What follows belongs to an exercise in optimizing a design on an open flow for small area, a short achievable clock period and few clock cycles per item; a production flow would make more cautious choices. The RTL was checked by simulation tests, not by an equivalence proof against the original design. Power figures rest on the tool's default switching activity, not on a simulated workload.

==> job 6234: inputs <==
// mc_alu
module mc_alu (
  input  logic        clk,
  input  logic        reset_n,
  input  logic        in_valid,
  output logic        in_ready,
  input  logic [3:0]  op,
  input  logic [63:0] a,
  input  logic [63:0] b,
  input  logic        flush,
  output logic        out_valid,
  input  logic        out_ready,
  output logic [63:0] result,
  output logic        zero,
  output logic        negative,
  output logic        overflow,
  output logic        carry_out
);
  localparam logic [65:0] HS_INIT = {2'b10, 64'h8000_0000_0000_0000};
  typedef struct packed {
    logic mul;      
    logic sub;      
    logic arith;    
    logic and_;
    logic or_;
    logic xor_;
    logic passb;
    logic lsl;
    logic lsr;
  } dec_t;
  function automatic logic [15:0] booth_sel(input logic [8:0] bits);
    logic [3:0] p1, n1, p2, n2;
    for (int j = 0; j < 4; j++) begin
      p1[j] = ~bits[2*j+2] & (bits[2*j+1] ^ bits[2*j]);
      n1[j] =  bits[2*j+2] & (bits[2*j+1] ^ bits[2*j]);
  ...
==> flow/config.mk <==
export PLATFORM = sky130hd
export DESIGN_NAME = mc_alu
export DESIGN_NICKNAME = mc_alu
export VERILOG_FILES = /design/flow/design.v
export SDC_FILE = /design/flow/constraint.sdc
export NUM_CORES = 4
export LEC_CHECK = 0
export CAP_MARGIN = 20
export CORE_MARGIN = 2
export CORE_UTILIZATION = 65
export PLACE_DENSITY = 0.72
export SETUP_SLACK_MARGIN = 4.1
export SLEW_MARGIN = 20
export TNS_END_PERCENT = 100
==> flow/constraint.sdc <==
create_clock -name core_clock -period 8.0 [get_ports {clk}]
set_input_delay 1.6000 -clock core_clock [delete_from_list [all_inputs] [get_ports {clk}]]
set_output_delay 1.6000 -clock core_clock [all_outputs]
set_load 0.01 [all_outputs]
run.sh (not shown) runs the stock make flow with config.mk's settings and CLKGATE_MAP_FILE= SYNTH_SCRIPT=/design/flow/synth_recipe.tcl, a recipe that flattens the netlist after the stock synthesis.
==> job 6150: changes against job 6234 <==
--- a/flow/design.v
+++ b/flow/design.v
@@ -769,25 +769,20 @@
   logic [63:0] a_q;           
   logic [63:0] b_q;           
   logic [65:0] hs_q, hc_q;    
   logic        cin_q;
   logic [15:0] sel_q;         
   logic        last_q;        
-  logic [5:0]  pa_q, pb_q;    
-  logic        big_q, mid_q;  
-  logic [2:0]  hb_q;          
-  logic [2:0]  ohb_q;         
   logic [63:0] res_q;
   logic        ovf_q, cry_q;
-  logic        omid_q;        
-  logic [6:0] a_msb, b_msb;     
+  logic        mulres_q;      
   dec_t  dec;
   logic  a_zero, b_zero;
   always_comb begin
-    a_zero    = !a_msb[6];
-    b_zero    = !b_msb[6];
+    a_zero    = (a == 64'd0);
+    b_zero    = (b == 64'd0);
     dec       = '0;
     dec.sub   = (op == alu_pkg::OP_SUB);
     dec.arith = (op == alu_pkg::OP_ADD) || (op == alu_pkg::OP_SUB);
     dec.and_  = (op == alu_pkg::OP_AND);
     dec.or_   = (op == alu_pkg::OP_OR);
     dec.xor_  = (op == alu_pkg::OP_XOR);
@@ -800,13 +795,13 @@
   logic [63:0] pl [7];
   logic [63:0] gl [7];
   logic [63:0] sh_in, sh_out, sh_rev;
   logic [63:0] core_res;
   logic        core_ovf, core_cry;
   always_comb begin
-    bx  = b_q;                      
+    bx  = b_q ^ {64{e_q.sub}};
     p   = a_q ^ bx;
     g   = a_q & bx;
     pl[0] = p;
     gl[0] = g;
     gl[0][0] = g[0] | (p[0] & e_q.sub);
     for (int l = 0; l < 6; l++) begin
@@ -823,19 +818,19 @@
     cy = {gl[6][62:0], e_q.sub};    
     for (int i = 0; i < 64; i++)
       sh_in[i] = e_q.lsl ? a_q[63-i] : a_q[i];
     sh_out = sh_in >> b_q[5:0];
     for (int i = 0; i < 64; i++)
       sh_rev[i] = sh_out[63-i];
-    core_res = ({64{e_q.arith | e_q.xor_}} & p)
+    core_res = ({64{e_q.arith}} & (p ^ cy))
              | ({64{e_q.and_}}  & g)
              | ({64{e_q.or_}}   & (p | g))
+             | ({64{e_q.xor_}}  & p)
              | ({64{e_q.passb}} & b_q)
              | ({64{e_q.lsl}}   & sh_rev)
              | ({64{e_q.lsr}}   & sh_out);
-    core_res = core_res ^ ({64{e_q.arith}} & cy);
     core_cry = e_q.arith & gl[6][63];
     core_ovf = e_q.arith & (cy[63] ^ gl[6][63]);
   end
   logic [7:0]  step_lo;
   logic        step_cout;
   logic [65:0] step_hs, step_hc;
@@ -852,37 +847,20 @@
     .corr (last_q && b_q[7]),
     .lo   (step_lo),
     .cout (step_cout),
     .hs_n (step_hs),
     .hc_n (step_hc)
   );
-  function automatic logic [6:0] msb_pos(input logic [63:0] x);
-    logic [63:0] nz;
-    logic [5:0]  pos [64];
-    for (int i = 0; i < 64; i++) begin
-      nz[i]  = x[i];
-      pos[i] = 6'd0;
-    end
-    for (int l = 0; l < 6; l++)
-      for (int i = 0; i < (32 >> l); i++) begin
-        pos[i] = nz[2*i+1] ? (pos[2*i+1] | (6'd1 << l)) : pos[2*i];
-        nz[i]  = nz[2*i+1] | nz[2*i];
-      end
-    msb_pos = {nz[0], pos[0]};
-  endfunction
-  logic [6:0] pos_sum;
-  assign a_msb   = msb_pos(a);
-  assign b_msb   = msb_pos(b);
-  assign pos_sum = {1'b0, pa_q} + {1'b0, pb_q};
-  logic res_free, first, e_fin, e_go, step_en, accept;
+  logic res_free, e_fin, e_go, step_en, mul_block, accept;
   assign res_free  = !out_valid_q || out_ready;
-  assign first     = (cnt_q == 4'd8);
-  assign e_fin     = !e_q.mul || (cnt_q <= 4'd1);
+  assign e_fin     = !e_q.mul || (cnt_q == 4'd1);
   assign e_go      = e_valid_q && e_fin && res_free;
-  assign step_en   = e_valid_q && e_q.mul && (cnt_q != 4'd0);
-  assign in_ready  = !e_valid_q || (e_fin && res_free);
+  assign step_en   = e_valid_q && e_q.mul && (cnt_q != 4'd1 || res_free);
+  assign mul_block = (e_valid_q && e_q.mul) || (out_valid_q && mulres_q && !out_ready);
+  assign in_ready  = (!e_valid_q || (e_fin && res_free))
+                  && !(op == alu_pkg::OP_MUL && mul_block);
   assign accept    = in_valid && in_ready && !flush;
   always_ff @(posedge clk or negedge reset_n) begin
     if (!reset_n) begin
       e_valid_q   <= 1'b0;
       cnt_q       <= 4'd0;
       out_valid_q <= 1'b0;
@@ -898,56 +876,49 @@
       if (e_go)           out_valid_q <= 1'b1;
       else if (out_ready) out_valid_q <= 1'b0;
     end
   end
   always_ff @(posedge clk) begin
     if (accept) begin
-      e_q  <= dec;
-      a_q  <= a;
-      b_q  <= b ^ {64{dec.sub}};    
-      pa_q <= a_msb[5:0];
-      pb_q <= b_msb[5:0];
+      e_q <= dec;
+      a_q <= a;
+      b_q <= b;
     end else if (step_en) begin
       b_q <= {step_lo, b_q[63:8]};
     end
-    if (accept) begin
+    if (accept && dec.mul) begin
       hs_q   <= HS_INIT;
       hc_q   <= 66'd0;
       cin_q  <= 1'b0;
       sel_q  <= booth_sel({b[7:0], 1'b0});
       last_q <= 1'b0;
-    end else begin
+    end else if (step_en) begin
       hs_q   <= step_hs;
       hc_q   <= step_hc;
       cin_q  <= step_cout;
       sel_q  <= booth_sel(b_q[15:7]);
       last_q <= (cnt_q == 4'd2);
     end
-    if (e_valid_q && first) begin
-      big_q <= pos_sum[6];
-      mid_q <= (pos_sum[5:0] == 6'h3f);
-    end
-    if (step_en && last_q) begin
-      hb_q <= {step_hs[0], step_hc[0], step_cout};
-    end
     if (e_go) begin
       if (e_q.mul) begin
-        res_q  <= (cnt_q == 4'd0) ? b_q : {step_lo, b_q[63:8]};
-        ovf_q  <= 1'b0;
-        cry_q  <= big_q;
-        omid_q <= mid_q;
-        ohb_q  <= (cnt_q == 4'd0) ? hb_q : {step_hs[0], step_hc[0], step_cout};
+        res_q    <= {step_lo, b_q[63:8]};
+        ovf_q    <= 1'b0;
+        cry_q    <= 1'b0;
+        mulres_q <= 1'b1;
       end else begin
-        res_q  <= core_res;
-        ovf_q  <= core_ovf;
-        cry_q  <= core_cry;
-        omid_q <= 1'b0;
+        res_q    <= core_res;
+        ovf_q    <= core_ovf;
+        cry_q    <= core_cry;
+        mulres_q <= 1'b0;
       end
     end
   end
+  logic [63:0] hx, ht;
+  assign hx = hs_q[63:0] ^ hc_q[63:0];
+  assign ht = {hs_q[62:0] | hc_q[62:0], cin_q};
   assign out_valid = out_valid_q;
   assign result    = res_q;
   assign zero      = (res_q == 64'd0);
   assign negative  = res_q[63];
   assign overflow  = ovf_q;
-  assign carry_out = cry_q | (omid_q && (^ohb_q));
+  assign carry_out = cry_q | (mulres_q && (hx != ht));
 endmodule
Settings changed: CORE_UTILIZATION 65 to 40, PLACE_DENSITY 0.72 to not set, SETUP_SLACK_MARGIN 4.1 to 3.8.
==> job 6580: changes against job 6234 <==
--- a/flow/design.v
+++ b/flow/design.v
@@ -823,19 +823,19 @@
     cy = {gl[6][62:0], e_q.sub};    
     for (int i = 0; i < 64; i++)
       sh_in[i] = e_q.lsl ? a_q[63-i] : a_q[i];
     sh_out = sh_in >> b_q[5:0];
     for (int i = 0; i < 64; i++)
       sh_rev[i] = sh_out[63-i];
-    core_res = ({64{e_q.arith | e_q.xor_}} & p)
+    core_res = ({64{e_q.arith}} & (p ^ cy))
              | ({64{e_q.and_}}  & g)
              | ({64{e_q.or_}}   & (p | g))
+             | ({64{e_q.xor_}}  & p)
              | ({64{e_q.passb}} & b_q)
              | ({64{e_q.lsl}}   & sh_rev)
              | ({64{e_q.lsr}}   & sh_out);
-    core_res = core_res ^ ({64{e_q.arith}} & cy);
     core_cry = e_q.arith & gl[6][63];
     core_ovf = e_q.arith & (cy[63] ^ gl[6][63]);
   end
   logic [7:0]  step_lo;
   logic        step_cout;
   logic [65:0] step_hs, step_hc;
==> flow/flow/run.sh (new file) <==
#!/bin/bash
set -euo pipefail
export BUFFER_PORTS_ARGS="-buffer_cell sky130_fd_sc_hd__buf_2"
bash standard.sh > standard.log 2>&1
==> flow/standard.sh (new file) <==
#!/bin/bash
# synth_recipe.tcl (not shown) runs the flow's synth.tcl, then flattens the netlist and writes it again
# the make line also repeats each setting of config.mk as NAME=value (left out here)
make -C /OpenROAD-flow-scripts/flow DESIGN_CONFIG=/design/flow/config.mk WORK_HOME=/design/flow/orfs CLKGATE_MAP_FILE= SYNTH_SCRIPT=/design/flow/synth_recipe.tcl "${@:-finish}"
Settings changed: CORE_UTILIZATION 65 to 60, PLACE_DENSITY 0.72 to 0.68, SETUP_SLACK_MARGIN 4.1 to 3.8.
removed: flow/run.sh
==> job 7812: changes against job 6234 <==
--- a/flow/design.v
+++ b/flow/design.v
@@ -823,19 +823,19 @@
     cy = {gl[6][62:0], e_q.sub};    
     for (int i = 0; i < 64; i++)
       sh_in[i] = e_q.lsl ? a_q[63-i] : a_q[i];
     sh_out = sh_in >> b_q[5:0];
     for (int i = 0; i < 64; i++)
       sh_rev[i] = sh_out[63-i];
-    core_res = ({64{e_q.arith | e_q.xor_}} & p)
+    core_res = ({64{e_q.arith}} & (p ^ cy))
              | ({64{e_q.and_}}  & g)
              | ({64{e_q.or_}}   & (p | g))
+             | ({64{e_q.xor_}}  & p)
              | ({64{e_q.passb}} & b_q)
              | ({64{e_q.lsl}}   & sh_rev)
              | ({64{e_q.lsr}}   & sh_out);
-    core_res = core_res ^ ({64{e_q.arith}} & cy);
     core_cry = e_q.arith & gl[6][63];
     core_ovf = e_q.arith & (cy[63] ^ gl[6][63]);
   end
   logic [7:0]  step_lo;
   logic        step_cout;
   logic [65:0] step_hs, step_hc;
==> key figures <==
Status
  – Outcome: timing/DRC/antenna clean

Cells and area
  – Fillers: 4585

Worst setup path
  – Critical path required time: 8.32 ns

Power
  – NetSw: 5.64 mW

Yosys
  – Post-synthesis mux area share: 0.132

STA
  – Tcrit/Tclk final: 0.501
The numbers above come from job 7812.

==> key figures <==
Cells and area
  – Fillers: about 4.5k
  – Register area: 9880 µm²

Yosys
  – Post-synthesis mux area share: 0.146

Power
  – NetSw: 5.76 mW

Status
  – Outcome: timing/DRC/antenna clean

Worst setup path
  – Critical path required time: 6.40 ns
The numbers above come from job 6234.

==> key figures <==
Status
  – Outcome: timing/DRC/antenna clean

Power
  – NetSw: 5.37 mW

Yosys
  – Post-synthesis mux area share: 0.132

STA
  – Max Fclk: roughly 0.24 GHz
  – Tcrit/Tclk final: 0.530

Cells and area
  – Fillers: between 5k and 6k

Route
  – DR pass1 iterations: 11
The numbers above come from job 6580.

==> key figures <==
Cells and area
  – Register area: 9420 µm²
  – Fillers: 10.3k

STA
  – Tcrit/Tclk final: 0.603

Power
  – NetSw: between 6 and 7 mW
  – Power Clock: 2.09 mW

Status
  – Outcome: timing/DRC/antenna clean

Worst setup path
  – Critical path required time: 6.40 ns
  – Crit path kind: flop to primary output

Route
  – 1st-iter DRT viols: approximately 5.2k
The numbers above come from job 6150.

Testbench counts of job 6234, summed over its fixed seeds: cycles 5,939, items 3,200.
Testbench counts of job 6150, summed over its fixed seeds: cycles 5,987, items 3,200.
Testbench counts of job 6580, summed over its fixed seeds: cycles 5,939, items 3,200.
Testbench counts of job 7812, summed over its fixed seeds: cycles 5,939, items 3,200.

-- static timing again, ports no longer ideal --
No port has a modelled driver above. Below, the same layouts with a new extraction and two added sets of constraints. Step 1, drivers: a clkbuf_16 drives clk and a buf_2 each remaining input, both assumed. Step 2 also shifts input and output timing later by t, the mid clock arrival at the registers, as if the neighbouring blocks saw the same clock. Slacks: ideal ports / drivers / drivers and shift; pairs: ideal ports / drivers.
| run | t (ns) | setup WS [ns] | hold WS [ns] | worst register clock-pin slew, ns | worst slew at a driven data input, ns |
|---|---|---|---|---|---|
| job 6234 | 0.678 | 3.708 / 3.634 / 3.267 | 0.533 / 0.533 / 0.533 | 0.07 / 0.07 | 0.08 |
| job 6150 | 0.690 | 3.178 / 3.110 / 3.100 | 0.485 / 0.485 / 0.485 | 0.07 / 0.07 | 0.06 |
| job 6580 | 0.693 | 3.758 / 3.756 / 3.277 | 0.530 / 0.530 / 0.530 | 0.07 / 0.07 | 0.13 |
| job 7812 | 0.698 | 3.993 / 3.993 / 3.416 | 0.524 / 0.524 / 0.524 | 0.09 / 0.09 | 0.21 |
After both steps every run listed still meets setup and hold. The setup slack of job 7812, which loses most, moves by 0.000 ns with the drivers and by -0.577 ns with both steps.
